Context: an optimization exercise on an open-source flow, tuned for small area. The choices shown serve that exercise and are no tape-out recipe.
Only simulation tests tie the RTL to the original design; equivalence was not proved.
Power and IR drop assume default switching activity.

### design/flow/design.v
module rs_param_age #(
    parameter int DEPTH   = 16,
    parameter int DATA_W  = 32,
    parameter int ROB_W   = 4,
    parameter int TYPE_W  = 6,
    parameter int NUM_CDB = 2
) (
    input  logic                      clk_in,
    input  logic                      rst_n_in,
    input  logic                      rdy_in,
    input  logic                      flush_in,
    output logic                      full_out,
    input  logic                      disp_valid,
    input  logic [TYPE_W-1:0]         disp_type,
    input  logic [DATA_W-1:0]         disp_pc,
    input  logic [DATA_W-1:0]         disp_imm,
    input  logic [ROB_W-1:0]          disp_rob,
    input  logic                      disp_rdy_j,
    input  logic                      disp_rdy_k,
    input  logic [DATA_W-1:0]         disp_v_j,
    input  logic [DATA_W-1:0]         disp_v_k,
    input  logic [ROB_W-1:0]          disp_q_j,
    input  logic [ROB_W-1:0]          disp_q_k,
    input  logic                      issue_stall,
    output logic                      issue_valid,
    output logic [TYPE_W-1:0]         issue_type,
    output logic [DATA_W-1:0]         issue_pc,
    output logic [DATA_W-1:0]         issue_imm,
    output logic [DATA_W-1:0]         issue_rs1,
    output logic [DATA_W-1:0]         issue_rs2,
    output logic [ROB_W-1:0]          issue_rob,
    input  logic [NUM_CDB-1:0]        cdb_valid,
    input  logic [NUM_CDB*ROB_W-1:0]  cdb_rob,
    input  logic [NUM_CDB*DATA_W-1:0] cdb_value
);
    localparam int IW = $clog2(DEPTH);
    function automatic logic [DATA_W:0] cdb_lookup(
        input logic [ROB_W-1:0]          tag,
        input logic [NUM_CDB-1:0]        vld,
        input logic [NUM_CDB*ROB_W-1:0]  tags,
        input logic [NUM_CDB*DATA_W-1:0] vals
    );
        logic [DATA_W:0] res;
        res = '0;
        for (int c = NUM_CDB - 1; c >= 0; c = c - 1) begin
            res = (vld[c] && (tags[c*ROB_W +: ROB_W] == tag)) ?
                  {1'b1, vals[c*DATA_W +: DATA_W]} : res;
        end
        cdb_lookup = res;
    endfunction
    logic [DEPTH-1:0]  busy_r;
    logic [DEPTH-1:0]  rdy_j_r;
    logic [DEPTH-1:0]  rdy_k_r;
    logic [TYPE_W-1:0] type_r  [DEPTH];
    logic [DATA_W-1:0] pc_r    [DEPTH];
    logic [DATA_W-1:0] imm_r   [DEPTH];
    logic [ROB_W-1:0]  rob_r   [DEPTH];
    logic [DATA_W-1:0] v_j_r   [DEPTH];
    logic [DATA_W-1:0] v_k_r   [DEPTH];
    logic [ROB_W-1:0]  q_j_r   [DEPTH];
    logic [ROB_W-1:0]  q_k_r   [DEPTH];
    logic [DEPTH-1:0]  older_r [DEPTH];
    logic              issue_valid_r;
    logic [TYPE_W-1:0] issue_type_r;
    logic [DATA_W-1:0] issue_pc_r;
    logic [DATA_W-1:0] issue_imm_r;
    logic [DATA_W-1:0] issue_rs1_r;
    logic [DATA_W-1:0] issue_rs2_r;
    logic [ROB_W-1:0]  issue_rob_r;
    logic [DATA_W:0]   lk_j_s [DEPTH];
    logic [DATA_W:0]   lk_k_s [DEPTH];
    logic [DATA_W:0]   dlk_j_s;
    logic [DATA_W:0]   dlk_k_s;
    logic [DEPTH-1:0]  ready_s;
    logic [DEPTH-1:0]  blocked_s;
    logic [DEPTH-1:0]  sel_oh_s;
    logic              any_ready_s;
    logic [IW-1:0]     sel_idx_s;
    logic [IW-1:0]     alloc_idx_s;
    logic              disp_acc_s;
    logic              issue_en_s;
    assign full_out    = &busy_r;
    assign disp_acc_s  = disp_valid && !full_out;
    assign issue_en_s  = !issue_stall || !issue_valid_r;
    assign issue_valid = issue_valid_r;
    assign issue_type  = issue_type_r;
    assign issue_pc    = issue_pc_r;
    assign issue_imm   = issue_imm_r;
    assign issue_rs1   = issue_rs1_r;
    assign issue_rs2   = issue_rs2_r;
    assign issue_rob   = issue_rob_r;
    always_comb begin
        for (int i = 0; i < DEPTH; i++) begin
            lk_j_s[i] = cdb_lookup(q_j_r[i], cdb_valid, cdb_rob, cdb_value);
            lk_k_s[i] = cdb_lookup(q_k_r[i], cdb_valid, cdb_rob, cdb_value);
        end
        dlk_j_s = cdb_lookup(disp_q_j, cdb_valid, cdb_rob, cdb_value);
        dlk_k_s = cdb_lookup(disp_q_k, cdb_valid, cdb_rob, cdb_value);
    end
    always_comb begin
        ready_s     = '0;
        blocked_s   = '0;
        sel_oh_s    = '0;
        sel_idx_s   = '0;
        alloc_idx_s = '0;
        for (int i = 0; i < DEPTH; i++) begin
            ready_s[i] = busy_r[i] & rdy_j_r[i] & rdy_k_r[i];
        end
        for (int i = 0; i < DEPTH; i++) begin
            for (int j = 0; j < DEPTH; j++) begin
                blocked_s[i] = blocked_s[i] | (ready_s[j] & older_r[j][i]);
            end
            sel_oh_s[i] = ready_s[i] & ~blocked_s[i];
        end
        for (int i = 0; i < DEPTH; i++) begin
            sel_idx_s = sel_oh_s[i] ? IW'(i) : sel_idx_s;
        end
        for (int i = DEPTH - 1; i >= 0; i = i - 1) begin
            alloc_idx_s = !busy_r[i] ? IW'(i) : alloc_idx_s;
        end
        any_ready_s = |ready_s;
    end
    always_ff @(posedge clk_in or negedge rst_n_in) begin
        if (!rst_n_in) begin
            busy_r  <= '0;
            rdy_j_r <= '0;
            rdy_k_r <= '0;
            for (int i = 0; i < DEPTH; i++) begin
                type_r[i]  <= '0;
                pc_r[i]    <= '0;
                imm_r[i]   <= '0;
                rob_r[i]   <= '0;
                v_j_r[i]   <= '0;
                v_k_r[i]   <= '0;
                q_j_r[i]   <= '0;
                q_k_r[i]   <= '0;
                older_r[i] <= '0;
            end
        end else if (flush_in) begin
            busy_r <= '0;
        end else if (rdy_in) begin
            for (int i = 0; i < DEPTH; i++) begin
                if (busy_r[i] && !rdy_j_r[i] && lk_j_s[i][DATA_W]) begin
                    rdy_j_r[i] <= 1'b1;
                    v_j_r[i]   <= lk_j_s[i][DATA_W-1:0];
                end
                if (busy_r[i] && !rdy_k_r[i] && lk_k_s[i][DATA_W]) begin
                    rdy_k_r[i] <= 1'b1;
                    v_k_r[i]   <= lk_k_s[i][DATA_W-1:0];
                end
            end
            if (issue_en_s && any_ready_s) begin
                busy_r[sel_idx_s] <= 1'b0;
            end
            if (disp_acc_s) begin
                busy_r[alloc_idx_s]  <= 1'b1;
                type_r[alloc_idx_s]  <= disp_type;
                pc_r[alloc_idx_s]    <= disp_pc;
                imm_r[alloc_idx_s]   <= disp_imm;
                rob_r[alloc_idx_s]   <= disp_rob;
                q_j_r[alloc_idx_s]   <= disp_q_j;
                q_k_r[alloc_idx_s]   <= disp_q_k;
                rdy_j_r[alloc_idx_s] <= disp_rdy_j | dlk_j_s[DATA_W];
                rdy_k_r[alloc_idx_s] <= disp_rdy_k | dlk_k_s[DATA_W];
                v_j_r[alloc_idx_s]   <= (!disp_rdy_j && dlk_j_s[DATA_W]) ?
                                        dlk_j_s[DATA_W-1:0] : disp_v_j;
                v_k_r[alloc_idx_s]   <= (!disp_rdy_k && dlk_k_s[DATA_W]) ?
                                        dlk_k_s[DATA_W-1:0] : disp_v_k;
                older_r[alloc_idx_s] <= '0;
                for (int j = 0; j < DEPTH; j++) begin
                    older_r[j][alloc_idx_s] <= busy_r[j];
                end
            end
        end
    end
    always_ff @(posedge clk_in or negedge rst_n_in) begin
        if (!rst_n_in) begin
            issue_valid_r <= 1'b0;
            issue_type_r  <= '0;
            issue_pc_r    <= '0;
            issue_imm_r   <= '0;
            issue_rs1_r   <= '0;
            issue_rs2_r   <= '0;
            issue_rob_r   <= '0;
        end else if (flush_in) begin
            issue_valid_r <= 1'b0;
        end else if (rdy_in && issue_en_s) begin
            issue_valid_r <= any_ready_s;
            if (any_ready_s) begin
                issue_type_r <= type_r[sel_idx_s];
                issue_pc_r   <= pc_r[sel_idx_s];
                issue_imm_r  <= imm_r[sel_idx_s];
                issue_rs1_r  <= v_j_r[sel_idx_s];
                issue_rs2_r  <= v_k_r[sel_idx_s];
                issue_rob_r  <= rob_r[sel_idx_s];
            end
        end
    end
endmodule
### design/flow/run.sh
#!/bin/bash
# synth_recipe.tcl (not shown) runs the flow's synth.tcl, then flattens the netlist and writes it again
# the make line also repeats each setting of config.mk as NAME=value (left out here)
make -C /OpenROAD-flow-scripts/flow DESIGN_CONFIG=/design/flow/config.mk WORK_HOME=/design/flow/orfs CLKGATE_MAP_FILE= SYNTH_SCRIPT=/design/flow/synth_recipe.tcl finish
### design/flow/config.mk
export PLATFORM = sky130hd
export DESIGN_NAME = rs_param_age
export DESIGN_NICKNAME = rs_param_age
export VERILOG_FILES = /design/flow/design.v
export SDC_FILE = /design/flow/constraint.sdc
export NUM_CORES = 4
export LEC_CHECK = 0
export CAP_MARGIN = 20
export CORE_MARGIN = 2
export CORE_UTILIZATION = 35
export PLACE_DENSITY = 0.42
export SLEW_MARGIN = 20
### design/flow/constraint.sdc
create_clock -name core_clock -period 7.0 [get_ports {clk_in}]
set_input_delay 1.4000 -clock core_clock [delete_from_list [all_inputs] [get_ports {clk_in}]]
set_output_delay 1.4000 -clock core_clock [all_outputs]
set_load 0.01 [all_outputs]
==> flow_summary_export.csv <==
group,metric,value,unit
run_status,status,"finished clean",
power_and_ir_drop,powerDensity,243,nW/um2
logic_synthesis,synth_top_family_by_area,"multiplexers",
clock_network,ctsHoldBuffers,0,
logic_synthesis,synthFlopType,"dfrtp_1",
sta,fin_crit,6360,ps
cells_and_area,fillers,40039,
logic_synthesis,synthXorXnorAreaFrac,1.65,%
worst_setup_path,start_kind,"flop",
logic_synthesis,yosysTopAreaCellShare,47.5,%
logic_synthesis,synth.distinct_cells,80,
logic_synthesis,synthMuxAreaShare,17.9,%
power_and_ir_drop,worst_ir_drop_vdd,0.000191,V
logic_synthesis,yosysMostFrequentCell,"dfrtp_1",
logic_synthesis,synthCells,14522,
route,dr.pass1.iters,12,
sta,post-route-period-util,90.9,%
clock_network,htree_num_levels,5,
sta,relSlewSlack,16.2,%
worst_setup_path,cp.required,7900,ps
logic_synthesis,synth_simple_gate_area_share,10.4,%
logic_synthesis,ys_seq_elements,2763,
placed_design,hpwl,433000,um
die,die_h,649,um
global_routing,grt_util_met1,46.6,%
logic_synthesis,ys_top_cells_by_area,"dfrtp_1 (47%), mux2_2 (10%), mux2i_1 (7.8%)",
logic_synthesis,yosys.area.top_type,"dfrtp_1",
clock_network,postCtsSetupBuffers,0,
placed_design,dp_slack,984,ps
route,initialDrtViolationCount,16583,
cells_and_area,area_delta_synth_final,15.8,%
die,die_w,649,um
cells_and_area,layout.nets,14437,
logic_synthesis,ys_warn_count,12,
job,drv_cap,0,
global_routing,grt_max_degree,176,
worst_setup_path,worstSetupPathType,"flop to flop",
sta,whs,445,ps
logic_synthesis,synth_fp_nets,14758,
route,wl_per_cell,37.8,um
route,vias_per_cell,6.50,
route,antenna_left,0,
cells_and_area,stdcell_area,169000,um2
placed_design,port_buffers,367,
sta,tns,0,ps
clock_network,numCtsBuffers,340,
cells_and_area,utilization,40.8,%
clock_network,clk_pin_slew_worst_paths,60,ps
sta,hold_violations,0,
logic_synthesis,synth_common_cells,"dfrtp_1 (2763), clkbuf_1 (1358), mux2_2 (1312)",
worst_setup_path,critPathArrivalTime,7260,ps
worst_setup_path,path_max_fanout,26,
die,dieArea,421000,um2
route,drcViolationCount,0,
global_routing,grt_pass1_wl,1050000,um
worst_setup_path,rr_worst_depth,16,
placed_design,postPlaceCellArea,158000,um2
logic_synthesis,synth_edf_count,0,
sta,worstMarginPinSlew,1260,ps
global_routing,antenna_found_initial,34,
global_routing,met2_usage,52.3,%
logic_synthesis,synthArstFlopShare,100,%
die,start_util,35.2,%
cells_and_area,drive_above_1_share,19.1,%
sta,max_freq,157,MHz
clock_network,clock-sinks,2763,
clock_network,cts_buffer_depth,4,
global_routing,grt_usage,34.6,%
global_routing,gr-total-overflow,0,
die,pin_count,368,
clock_network,cts_root_buf,"clkbuf_16",
die,rows,236,
logic_synthesis,avgSynthCellArea,10.0,um2
power_and_ir_drop,p_leak,0.0712,uW
global_routing,busiest_layer,"met2",
route,routed_wl,754000,um
worst_setup_path,endpoint_kind,"flop",
sta,setup_viol,0,
logic_synthesis,synth_fa_ha_area_share,0.0687,%
logic_synthesis,synth-compound-area-share,17.6,%
logic_synthesis,synthesis.area,146000,um2
sta,skew,54.2,ps
die,core,414000,um2
clock_network,clock_latency,980,ps
sta,drv_slew,0,
clock_network,cts_resized,0,
route,vias,129562,
logic_synthesis,ys_seq_area_share,47.5,%
sta,fin_ws,639,ps
worst_setup_path,regToRegSetupSlack,640,ps
global_routing,grt_pass1_vias,128353,
min_path,hold_path.class,"input pin to asynchronous set/reset pin",
clock_network,cts_tree,"built",
sta,rsz0062_at_grt,"false",
global_routing,grt.met3_usage,7.94,%
placed_design,gp_congestion,0.941,
## per-stage QoR
| stage | instances | power [uW] |
|---|---|---|
| finish | 19946 | 41000 |
| global route | 19941 | 42300 |
| CTS | 19930 | 41200 |
| detailed placement | 19330 | 23300 |
| global placement | 19328 | 23200 |
| floorplan | 14522 | 20000 |
## cell families (layout without fill, tap and decap cells)
kind of cell / Yosys count / after routing
DFF: 2763 / 2763
muxes: 2441 / 2441
buffers and inverters: 1802 / 1739
adders and majority gates: 8 / 8
xor gates and xnor gates: 274 / 274
AOI/OAI and AO/OA: 4015 / 4015
and+or+nand+nor: 3219 / 3219
other: 0 / 13
## cell type report
class	instances	area, um2	area share (%)
inverter	100	383	0.227
antenna	13	32.5	0.0193
multi-input combinational	9957	70800	42.0
clock buffer	505	10100	5.98
timing repair buffer	1039	10500	6.23
sequential	2763	69100	41.0
tap	5474	6850	4.06
clock inverter	95	940	0.557
## where the power goes
part           switching [uW]  internal [uW]
combinational            2910           2070
clock                    7540          10400
sequential               1130          16900
## per-layer routing
metal / vias up / routed length [um] / part of all wire (%)
met5: - / 67 / 0.0089
met4: 12 / 42600 / 5.7
met3: 1904 / 68900 / 9.1
met2: 7285 / 328000 / 43
met1: 67766 / 314000 / 42
li1: 52595 / - / -
## final timing paths
check                               from               to
max in group asynchronous       rst_n_in    imm_r[13][10]
setup / recovery               busy_r[9]  issue_rs1_r[30]
min in group core_clock    older_r[1][4]    older_r[1][4]
hold / removal                  rst_n_in  older_r[10][13]
hold reg to reg            older_r[1][4]    older_r[1][4]
setup reg to reg               busy_r[9]  issue_rs1_r[30]
## flip-flops by register name (all words and copies together), names as in the netlist, 64 cells and up
name and count:
rob_r 64, imm_r 512, older_r 240, pc_r 512
v_k_r 512, q_k_r 64, q_j_r 64, v_j_r 512
type_r 96
## worst max-delay path: stages (launching register included)
cell and delay [ps]:
dfrtp_1 640, buf_4 400, and4b_1 410, o2111ai_1 220, nor4_1 520, buf_4 260
nor2_1 50, a221oi_1 530, a21bo_1 580, inv_2 250, ha_4 390, a2111oi_4 730
buf_4 420, buf_12 290, a22oi_1 170, nand4_1 210, o22a_1 150
## cells in the final DEF (no fill, tap or decap), types with 19 or more instances in the layout
master	instances
buf_12	145
o21ai_1	60
nand2_4	19
a221oi_2	19
o21ai_0	1185
nor3_1	22
a21oi_1	1118
o22a_1	157
nor4_1	42
clkdlybuf4s50_1	352
a21o_1	28
clkbuf_1	77
o2bb2ai_1	81
clkbuf_16	347
a22oi_1	532
nand2_1	393
nand3_1	1088
a21oi_4	21
mux2_2	1312
mux2i_1	1129
xor2_1	205
a22o_1	210
nor4_4	36
a222oi_1	56
xnor2_1	69
a32o_1	60
dfrtp_1	2759
a31oi_1	21
inv_1	96
o211ai_1	21
a221oi_1	182
nand4_1	281
nor2_1	1163
a221o_1	42
o2111ai_1	110
nor2_4	49
buf_4	524
clkbuf_8	81
clkinv_2	62

==> re-timing with driven ports <==
Ports are ideal in the flow. The routed layout listed here was re-timed in OpenROAD. Step 1 sets driving cells, clkbuf_16 on the clock port and buf_2 on the other inputs (assumed; they add their load-dependent delay and slew). Step 2, shift: input delay + t, output delay - t, t = (earliest + latest rising clock arrival at the registers) / 2. This alone moves slack from input paths to output paths. Slacks: no drivers / after step 1 / after step 2; pairs: no drivers / after step 1.
t, ns: 1.063
setup WS [ns]: 0.639 / 0.639 / 0.639
worst register clock-pin slew, ns: 0.07 / 0.07
pins driven straight from the clock port: 1
After both steps setup and hold are still met in this run. The setup slack of this run moves by 0.000 ns with the drivers and by 0.000 ns with both steps.
